This is an optimization exercise on Yosys and OpenROAD, whose aim is small area, a short achievable clock period and few clock cycles per item, not a production implementation.
In this exercise RTL edits were held to simulation tests only and were not proved equivalent to the original.

## job 101
==> flow/design.v (excerpt) <==
module serpent_block_cipher_unit (
  input  wire logic         clk_i,
  input  wire logic         rst_ni,
  input  wire logic         psel_i,
  input  wire logic         penable_i,
  input  wire logic         pwrite_i,
  input  wire logic [5:0]   paddr_i,
  input  wire logic [63:0]  pwdata_i,
  output logic [63:0]       prdata_o,
  output logic              pready_o,
  input  wire logic         s_axis_tvalid_i,
  output logic              s_axis_tready_o,
  input  wire logic [127:0] s_axis_tdata_i,   
  input  wire logic         s_axis_tuser_i,   
  output logic              m_axis_tvalid_o,
  input  wire logic         m_axis_tready_i,
  output logic [127:0]      m_axis_tdata_o    
);
==> module serp_ctrl, before the edit <==
module serp_ctrl (
  input  wire logic [255:0] key_i,     
  input  wire logic [1:0]   klen_i,
  input  wire logic [255:0] e_i,       
  output logic [255:0]      ue_o,      
  output logic [127:0]      ke_o,      
  output logic [127:0]      kd_o       
);
  localparam logic [63:0] SBOX3_TAB = 64'he57a421d369c8bf0;
  function automatic logic [3:0] sbox3(input logic [3:0] v);
    sbox3 = SBOX3_TAB[4*v +: 4];
  endfunction
  function automatic logic [31:0] rl(input logic [31:0] x, input int unsigned n);
    rl = (x << n) | (x >> (32 - n));
  endfunction
  logic [31:0]  p [8];    
  logic [31:0]  w [12];   
  logic [31:0]  f57, f02, f13, f24;
  logic [3:0]   nw;
  always_comb begin
    nw = (klen_i == 2'd0) ? 4'd4 : (klen_i == 2'd1) ? 4'd6 : 4'd8;
    for (int i = 0; i < 8; i++)
      p[i] = (4'(i) < nw) ? key_i[32*i +: 32] : ((4'(i) == nw) ? 32'd1 : 32'd0);
    f57  = p[5] ^ p[7];
    w[0] = rl(p[0] ^ p[3] ^ f57 ^ Phi ^ 32'd0, 11);
    w[1] = rl(p[1] ^ p[4] ^ p[6] ^ w[0] ^ Phi ^ 32'd1, 11);
    w[2] = rl(p[2] ^ f57 ^ w[1] ^ Phi ^ 32'd2, 11);
    f02  = w[0] ^ w[2];
    w[3] = rl(p[3] ^ p[6] ^ f02 ^ Phi ^ 32'd3, 11);
    f13  = w[1] ^ w[3];
    w[4] = rl(p[4] ^ p[7] ^ f13 ^ Phi ^ 32'd4, 11);
    w[5] = rl(p[5] ^ f02 ^ w[4] ^ Phi ^ 32'd5, 11);
    w[6] = rl(p[6] ^ f13 ^ w[5] ^ Phi ^ 32'd6, 11);
    f24  = w[2] ^ w[4];
    w[7] = rl(p[7] ^ f24 ^ w[6] ^ Phi ^ 32'd7, 11);
    f57  = w[5] ^ w[7];
    w[8] = rl(w[0] ^ w[3] ^ f57 ^ Phi ^ 32'd8, 11);
    w[9] = rl(w[1] ^ w[4] ^ w[6] ^ w[8] ^ Phi ^ 32'd9, 11);
    w[10] = rl(w[2] ^ f57 ^ w[9] ^ Phi ^ 32'd10, 11);
    f02  = w[8] ^ w[10];
    w[11] = rl(w[3] ^ w[6] ^ f02 ^ Phi ^ 32'd11, 11);
    ue_o = {w[11], w[10], w[9], w[8], w[7], w[6], w[5], w[4]};
    for (int b = 0; b < 32; b++) begin
      {ke_o[96+b], ke_o[64+b], ke_o[32+b], ke_o[b]} =
          sbox3({w[3][b], w[2][b], w[1][b], w[0][b]});
      {kd_o[96+b], kd_o[64+b], kd_o[32+b], kd_o[b]} =
          sbox3({e_i[224+b], e_i[192+b], e_i[160+b], e_i[128+b]});
    end
  end
endmodule
==> module serp_enc_stage, before the edit <==
module serp_enc_stage #(
  parameter int unsigned M = 0
) (
  input  wire logic         done_i,
  input  wire logic [1:0]   lap_i,
  input  wire logic [2:0]   sel_i,     
  input  wire logic [127:0] x_i,
  input  wire logic [255:0] u_i,
  output logic [127:0]      y_o,
  output logic [127:0]      r_o,       
  output logic [255:0]      u_o
);
  localparam logic [511:0] SBOX_F_TAB = {
    64'h6539ac47b28e0fd1,
    64'h0a3df19eb6485c27,
    64'h176d8e30c9a4b25f,
    64'hd7e9a4526b0c38f1,
    64'he57a421d369c8bf0,
    64'h25b04e1dfac39768,
    64'h43d68eb1a50972cf,
    64'hc90724deb56a1f83};
  function automatic logic [3:0] sbox_f(input logic [2:0] s, input logic [3:0] v);
    sbox_f = SBOX_F_TAB[64*s + 4*v +: 4];
  endfunction
  function automatic logic [31:0] rl(input logic [31:0] x, input int unsigned n);
    rl = (x << n) | (x >> (32 - n));
  endfunction
  function automatic logic [127:0] slice_f(input logic [2:0] s, input logic [127:0] x);
    logic [3:0] o;
    for (int b = 0; b < 32; b++) begin
      o = sbox_f(s, {x[96+b], x[64+b], x[32+b], x[b]});
      {slice_f[96+b], slice_f[64+b], slice_f[32+b], slice_f[b]} = o;
    end
  endfunction
  function automatic logic [127:0] lin_fwd(input logic [127:0] v);
    logic [31:0] a, b, c, d;
    begin
      a = v[31:0]; b = v[63:32]; c = v[95:64]; d = v[127:96];
      a = rl(a, 13); c = rl(c, 3);
      b = b ^ a ^ c; d = d ^ c ^ (a << 3);
      b = rl(b, 1); d = rl(d, 7);
      a = a ^ b ^ d; c = c ^ d ^ (b << 7);
      a = rl(a, 5); c = rl(c, 22);
      lin_fwd = {d, c, b, a};
    end
  endfunction
  localparam logic [2:0] SE0 = 3'(2 * M);
  localparam logic [2:0] SE1 = 3'(2 * M + 1);
  localparam logic [2:0] KE0 = 3'(2 - 2 * M);
  localparam logic [2:0] KE1 = 3'(1 - 2 * M);
  localparam bit         LastStage = (M == 3);
  logic [31:0]  s [16];    
  logic [31:0]  ce [8];
  logic [31:0]  f57, f02, f13, f24;
  logic [7:0]   je;
  logic [127:0] ke0, ke1, a1, a2, a3;
  assign je = 8'({lap_i, 5'd0}) + 8'(8 * M + 12);    
  always_comb begin
    for (int t = 0; t < 8; t++) begin
      ce[t] = Phi ^ {24'd0, 8'(je + 8'(t))};
      s[t]  = u_i[32*t +: 32];
    end
    f57   = s[5] ^ s[7];
    s[8]  = rl(s[0] ^ s[3] ^ f57 ^ ce[0], 11);
    s[9]  = rl(s[1] ^ s[4] ^ s[6] ^ s[8] ^ ce[1], 11);
    s[10] = rl(s[2] ^ f57 ^ s[9] ^ ce[2], 11);
    f02   = s[8] ^ s[10];
    s[11] = rl(s[3] ^ s[6] ^ f02 ^ ce[3], 11);
    f13   = s[9] ^ s[11];
    s[12] = rl(s[4] ^ s[7] ^ f13 ^ ce[4], 11);
    s[13] = rl(s[5] ^ f02 ^ s[12] ^ ce[5], 11);
    s[14] = rl(s[6] ^ f13 ^ s[13] ^ ce[6], 11);
    f24   = s[10] ^ s[12];
    s[15] = rl(s[7] ^ f24 ^ s[14] ^ ce[7], 11);
    for (int t = 0; t < 8; t++) u_o[32*t +: 32] = s[8+t];
  end
  assign ke0 = slice_f(KE0, u_i[127:0]);
  assign ke1 = slice_f(KE1, u_i[255:128]);
  assign a1 = slice_f(SE0, x_i);
  assign a2 = lin_fwd(a1) ^ ke0;
  assign a3 = slice_f(SE1, a2);
  always_comb begin
    y_o = ({128{sel_i[0]}} & (lin_fwd(a3) ^ ke1)) | ({128{sel_i[2]}} & x_i);
    if (LastStage) y_o = y_o | ({128{sel_i[1]}} & (a3 ^ ke1));
  end
  assign r_o = LastStage ? (done_i ? x_i : (a3 ^ ke1)) : '0;
endmodule
Settings: LEC_CHECK=0, CAP_MARGIN=40, CORE_MARGIN=2, CORE_UTILIZATION=30, PLACE_DENSITY=0.42, SETUP_SLACK_MARGIN=5.0, SLEW_MARGIN=40, SYNTH_MEMORY_MAX_BITS=8192; clock period 10.0 ns.
standard.sh (not shown) runs the stock make flow with config.mk's settings and CLKGATE_MAP_FILE= SYNTH_SCRIPT=/design/flow/synth_recipe.tcl, a recipe that flattens the netlist after the stock synthesis.
==> flow/flow/run.sh <==
#!/bin/bash
# Layout flow: the standard synthesis, then the combinational logic mapped
# again onto the cells (flip-flops kept as they are, names and cell types
# unchanged), then the standard layout from floorplan to finish, with one
# more repair of slew, capacitance and setup timing just before detailed
# routing (flow/pre_drt.tcl).
# Each tool writes its full output to a log of its own in the work folder.
set -euo pipefail
WORK=$(pwd)
FLOWDIR=$WORK/flow
R=$WORK/orfs/results/$FLOW_PLATFORM/serpent_block_cipher_unit/base
YOSYS=${YOSYS_EXE:-$FLOW_HOME/../tools/install/yosys/bin/yosys}
[ -x "$YOSYS" ] || YOSYS=yosys

bash standard.sh synth > $WORK/log_synth.txt 2>&1

cp $R/1_2_yosys.v $WORK/std_synth.v
LIB=$FLOW_HOME/platforms/$FLOW_PLATFORM/lib/sky130_fd_sc_hd__tt_025C_1v80.lib \
IN=$WORK/std_synth.v OUT=$WORK/remapped.v TOP=$FLOW_TOP SCRIPT=$FLOWDIR/remap.abc \
  "$YOSYS" -c $FLOWDIR/remap.tcl > $WORK/log_remap.txt 2>&1

cp $WORK/remapped.v $R/1_2_yosys.v
rm -f $R/1_synth.odb
export PRE_DETAIL_ROUTE_TCL=$FLOWDIR/pre_drt.tcl
bash standard.sh finish > $WORK/log_finish.txt 2>&1
==> flow/flow/pre_drt.tcl <==
# Before detailed routing: the global routes (with the antenna fixes) are
# final, so repair slew, capacitance and setup timing once more with their
# parasitics, then legalize and route the changed nets incrementally.
proc env_or {name default} {
  if {[info exists ::env($name)] && $::env($name) ne ""} { return $::env($name) }
  return $default
}
if {[info exists ::env(DONT_USE_CELLS)]} { set_dont_use $::env(DONT_USE_CELLS) }
set_propagated_clock [all_clocks]
estimate_parasitics -global_routing
report_worst_slack -max
global_route -start_incremental
repair_design -slew_margin [env_or SLEW_MARGIN 40] -cap_margin [env_or CAP_MARGIN 40] -verbose
repair_timing -setup -setup_margin [expr {[env_or SETUP_SLACK_MARGIN 5.0] + 0.3}] -repair_tns 100 -verbose
detailed_placement
check_placement -verbose
global_route -end_incremental
estimate_parasitics -global_routing
report_worst_slack -max
==> flow/flow/remap.abc <==
&get -n
&st
&dch -f
&nf -D 3500
&put
topo
stime -c
buffer -c
upsize -c
dnsize -c
==> flow/flow/remap.tcl <==
# Map the combinational logic of the standard synthesis netlist again.
# Flip-flops and tie cells stay as they are (blackboxes keep their instance
# names and cell types); every other cell is read as its liberty function.
yosys -import
set lib $::env(LIB)
read_liberty -ignore_miss_func $lib
blackbox sky130_fd_sc_hd__df* sky130_fd_sc_hd__edf* sky130_fd_sc_hd__sdf* sky130_fd_sc_hd__sedf* sky130_fd_sc_hd__dl* sky130_fd_sc_hd__conb_1
read_verilog $::env(IN)
hierarchy -check -top $::env(TOP)
flatten
opt_clean
set fh [open abc.constr w]
puts $fh "set_driving_cell sky130_fd_sc_hd__buf_1"
puts $fh "set_load 5"
close $fh
abc -liberty $lib -constr abc.constr -D 3500 -script $::env(SCRIPT) \
  -dont_use *lpflow* -dont_use *probe* -dont_use *clkdly* -dont_use *dlygate* \
  -dont_use *sdlclkp* -dont_use *dlclkp* -dont_use *a222oi*
opt_clean -purge
# cell definitions again (as blackboxes) so that the checks see every port
read_liberty -lib -overwrite -ignore_miss_func $lib
hilomap -singleton -hicell sky130_fd_sc_hd__conb_1 HI -locell sky130_fd_sc_hd__conb_1 LO
splitnets
opt_clean -purge
insbuf -buf sky130_fd_sc_hd__buf_4 A X
check -assert
tee -o remap_stat.txt stat -liberty $lib
write_verilog -noattr -noexpr -nohex -nodec $::env(OUT)
Testbench counts of job 101, summed over its fixed seeds: cycles 5,228, items 1,536.
Input-level comparison between job 102 and job 101:
--- a/flow/design.v
+++ b/flow/design.v
@@ -26,36 +26,27 @@
   endfunction
   function automatic logic [31:0] rl(input logic [31:0] x, input int unsigned n);
     rl = (x << n) | (x >> (32 - n));
   endfunction
   logic [31:0]  p [8];    
   logic [31:0]  w [12];   
-  logic [31:0]  f57, f02, f13, f24;
   logic [3:0]   nw;
   always_comb begin
     nw = (klen_i == 2'd0) ? 4'd4 : (klen_i == 2'd1) ? 4'd6 : 4'd8;
     for (int i = 0; i < 8; i++)
       p[i] = (4'(i) < nw) ? key_i[32*i +: 32] : ((4'(i) == nw) ? 32'd1 : 32'd0);
-    f57  = p[5] ^ p[7];
-    w[0] = rl(p[0] ^ p[3] ^ f57 ^ Phi ^ 32'd0, 11);
-    w[1] = rl(p[1] ^ p[4] ^ p[6] ^ w[0] ^ Phi ^ 32'd1, 11);
-    w[2] = rl(p[2] ^ f57 ^ w[1] ^ Phi ^ 32'd2, 11);
-    f02  = w[0] ^ w[2];
-    w[3] = rl(p[3] ^ p[6] ^ f02 ^ Phi ^ 32'd3, 11);
-    f13  = w[1] ^ w[3];
-    w[4] = rl(p[4] ^ p[7] ^ f13 ^ Phi ^ 32'd4, 11);
-    w[5] = rl(p[5] ^ f02 ^ w[4] ^ Phi ^ 32'd5, 11);
-    w[6] = rl(p[6] ^ f13 ^ w[5] ^ Phi ^ 32'd6, 11);
-    f24  = w[2] ^ w[4];
-    w[7] = rl(p[7] ^ f24 ^ w[6] ^ Phi ^ 32'd7, 11);
-    f57  = w[5] ^ w[7];
-    w[8] = rl(w[0] ^ w[3] ^ f57 ^ Phi ^ 32'd8, 11);
-    w[9] = rl(w[1] ^ w[4] ^ w[6] ^ w[8] ^ Phi ^ 32'd9, 11);
-    w[10] = rl(w[2] ^ f57 ^ w[9] ^ Phi ^ 32'd10, 11);
-    f02  = w[8] ^ w[10];
-    w[11] = rl(w[3] ^ w[6] ^ f02 ^ Phi ^ 32'd11, 11);
+    w[0] = rl((p[0] ^ p[3] ^ p[5] ^ Phi ^ 32'd0) ^ p[7], 11);
+    w[1] = rl((p[1] ^ p[4] ^ p[6] ^ Phi ^ 32'd1) ^ w[0], 11);
+    w[2] = rl((p[2] ^ p[5] ^ p[7] ^ Phi ^ 32'd2) ^ w[1], 11);
+    w[3] = rl((p[3] ^ p[6] ^ w[0] ^ Phi ^ 32'd3) ^ w[2], 11);
+    w[4] = rl((p[4] ^ p[7] ^ w[1] ^ Phi ^ 32'd4) ^ w[3], 11);
+    w[5] = rl((p[5] ^ w[0] ^ w[2] ^ Phi ^ 32'd5) ^ w[4], 11);
+    w[6] = rl((p[6] ^ w[1] ^ w[3] ^ Phi ^ 32'd6) ^ w[5], 11);
+    w[7] = rl((p[7] ^ w[2] ^ w[4] ^ Phi ^ 32'd7) ^ w[6], 11);
+    for (int i = 8; i < 12; i++)
+      w[i] = rl((w[i-8] ^ w[i-5] ^ w[i-3] ^ Phi ^ 32'(i)) ^ w[i-1], 11);
     ue_o = {w[11], w[10], w[9], w[8], w[7], w[6], w[5], w[4]};
     for (int b = 0; b < 32; b++) begin
       {ke_o[96+b], ke_o[64+b], ke_o[32+b], ke_o[b]} =
           sbox3({w[3][b], w[2][b], w[1][b], w[0][b]});
       {kd_o[96+b], kd_o[64+b], kd_o[32+b], kd_o[b]} =
           sbox3({e_i[224+b], e_i[192+b], e_i[160+b], e_i[128+b]});
@@ -116,33 +107,27 @@
   localparam logic [2:0] SE1 = 3'(2 * M + 1);
   localparam logic [2:0] KE0 = 3'(2 - 2 * M);
   localparam logic [2:0] KE1 = 3'(1 - 2 * M);
   localparam bit         LastStage = (M == 3);
   logic [31:0]  s [16];    
   logic [31:0]  ce [8];
-  logic [31:0]  f57, f02, f13, f24;
+  logic [31:0]  f57;
   logic [7:0]   je;
   logic [127:0] ke0, ke1, a1, a2, a3;
   assign je = 8'({lap_i, 5'd0}) + 8'(8 * M + 12);    
   always_comb begin
     for (int t = 0; t < 8; t++) begin
       ce[t] = Phi ^ {24'd0, 8'(je + 8'(t))};
       s[t]  = u_i[32*t +: 32];
     end
     f57   = s[5] ^ s[7];
-    s[8]  = rl(s[0] ^ s[3] ^ f57 ^ ce[0], 11);
-    s[9]  = rl(s[1] ^ s[4] ^ s[6] ^ s[8] ^ ce[1], 11);
-    s[10] = rl(s[2] ^ f57 ^ s[9] ^ ce[2], 11);
-    f02   = s[8] ^ s[10];
-    s[11] = rl(s[3] ^ s[6] ^ f02 ^ ce[3], 11);
-    f13   = s[9] ^ s[11];
-    s[12] = rl(s[4] ^ s[7] ^ f13 ^ ce[4], 11);
-    s[13] = rl(s[5] ^ f02 ^ s[12] ^ ce[5], 11);
-    s[14] = rl(s[6] ^ f13 ^ s[13] ^ ce[6], 11);
-    f24   = s[10] ^ s[12];
-    s[15] = rl(s[7] ^ f24 ^ s[14] ^ ce[7], 11);
+    s[8]  = rl((s[0] ^ s[3] ^ ce[0]) ^ f57, 11);
+    s[9]  = rl((s[1] ^ s[4] ^ s[6] ^ ce[1]) ^ s[8], 11);
+    s[10] = rl((s[2] ^ f57 ^ ce[2]) ^ s[9], 11);
+    for (int t = 3; t < 8; t++)
+      s[8+t] = rl((s[t] ^ s[t+3] ^ s[t+5] ^ ce[t]) ^ s[t+7], 11);
     for (int t = 0; t < 8; t++) u_o[32*t +: 32] = s[8+t];
   end
   assign ke0 = slice_f(KE0, u_i[127:0]);
   assign ke1 = slice_f(KE1, u_i[255:128]);
   assign a1 = slice_f(SE0, x_i);
   assign a2 = lin_fwd(a1) ^ ke0;
[summary]
NOTE: area of placed instances in job 102 exceeds that of job 101. Clock buffer count from CTS: job 102 > job 101. Relative to job 101, post-synthesis area per instance has gone up in job 102. Looking at the reports, job 101 completed the entire flow and the layout it produced met the timing, design-rule and antenna checks. In the summary table, job 102 is marked failed, with error GRT-0116 raised in global routing. Between job 102 and job 101, the difference in synthesized cell count is negligible. Measured against each other, job 102 and job 101 differ in die outline width, the lower figure coming from job 101. On job 102: number of instances resized during post-cts repair is 1314 higher than what job 101 gave. Job 102 against job 101: placed instance count roughly the same; final HPWL from detailed placement higher; number of nets produced by synthesis roughly the same.
Testbench counts of job 102, summed over its fixed seeds: cycles 5,228, items 1,536.

what the ideal ports hide:
The flow's constraints put no driver on any port. The routed layout listed below was extracted and timed again, unchanged, in two steps. Step 1 assumes that a clkbuf_16 drives the clock port and a buf_2 every other input. Step 2 moves the port delays by t, midway between the first and last clock arrival at a register: inputs arrive t later, outputs are due t later. That takes back most of the time a late clock gives input paths. Slacks: no drivers / after step 1 / after step 2; pairs: no drivers / after step 1.
run: job 101
t (ns): 1.374
slack for setup (ns): 4.696 / 4.646 / 3.887
hold WS [ns]: 0.327 / 0.327 / 0.327
latest minus earliest clock arrival (ns): 0.138 / 0.138
After both steps setup and hold are still met in job 101. The setup slack of job 101 moves by -0.050 ns with the drivers and by -0.809 ns with both steps.
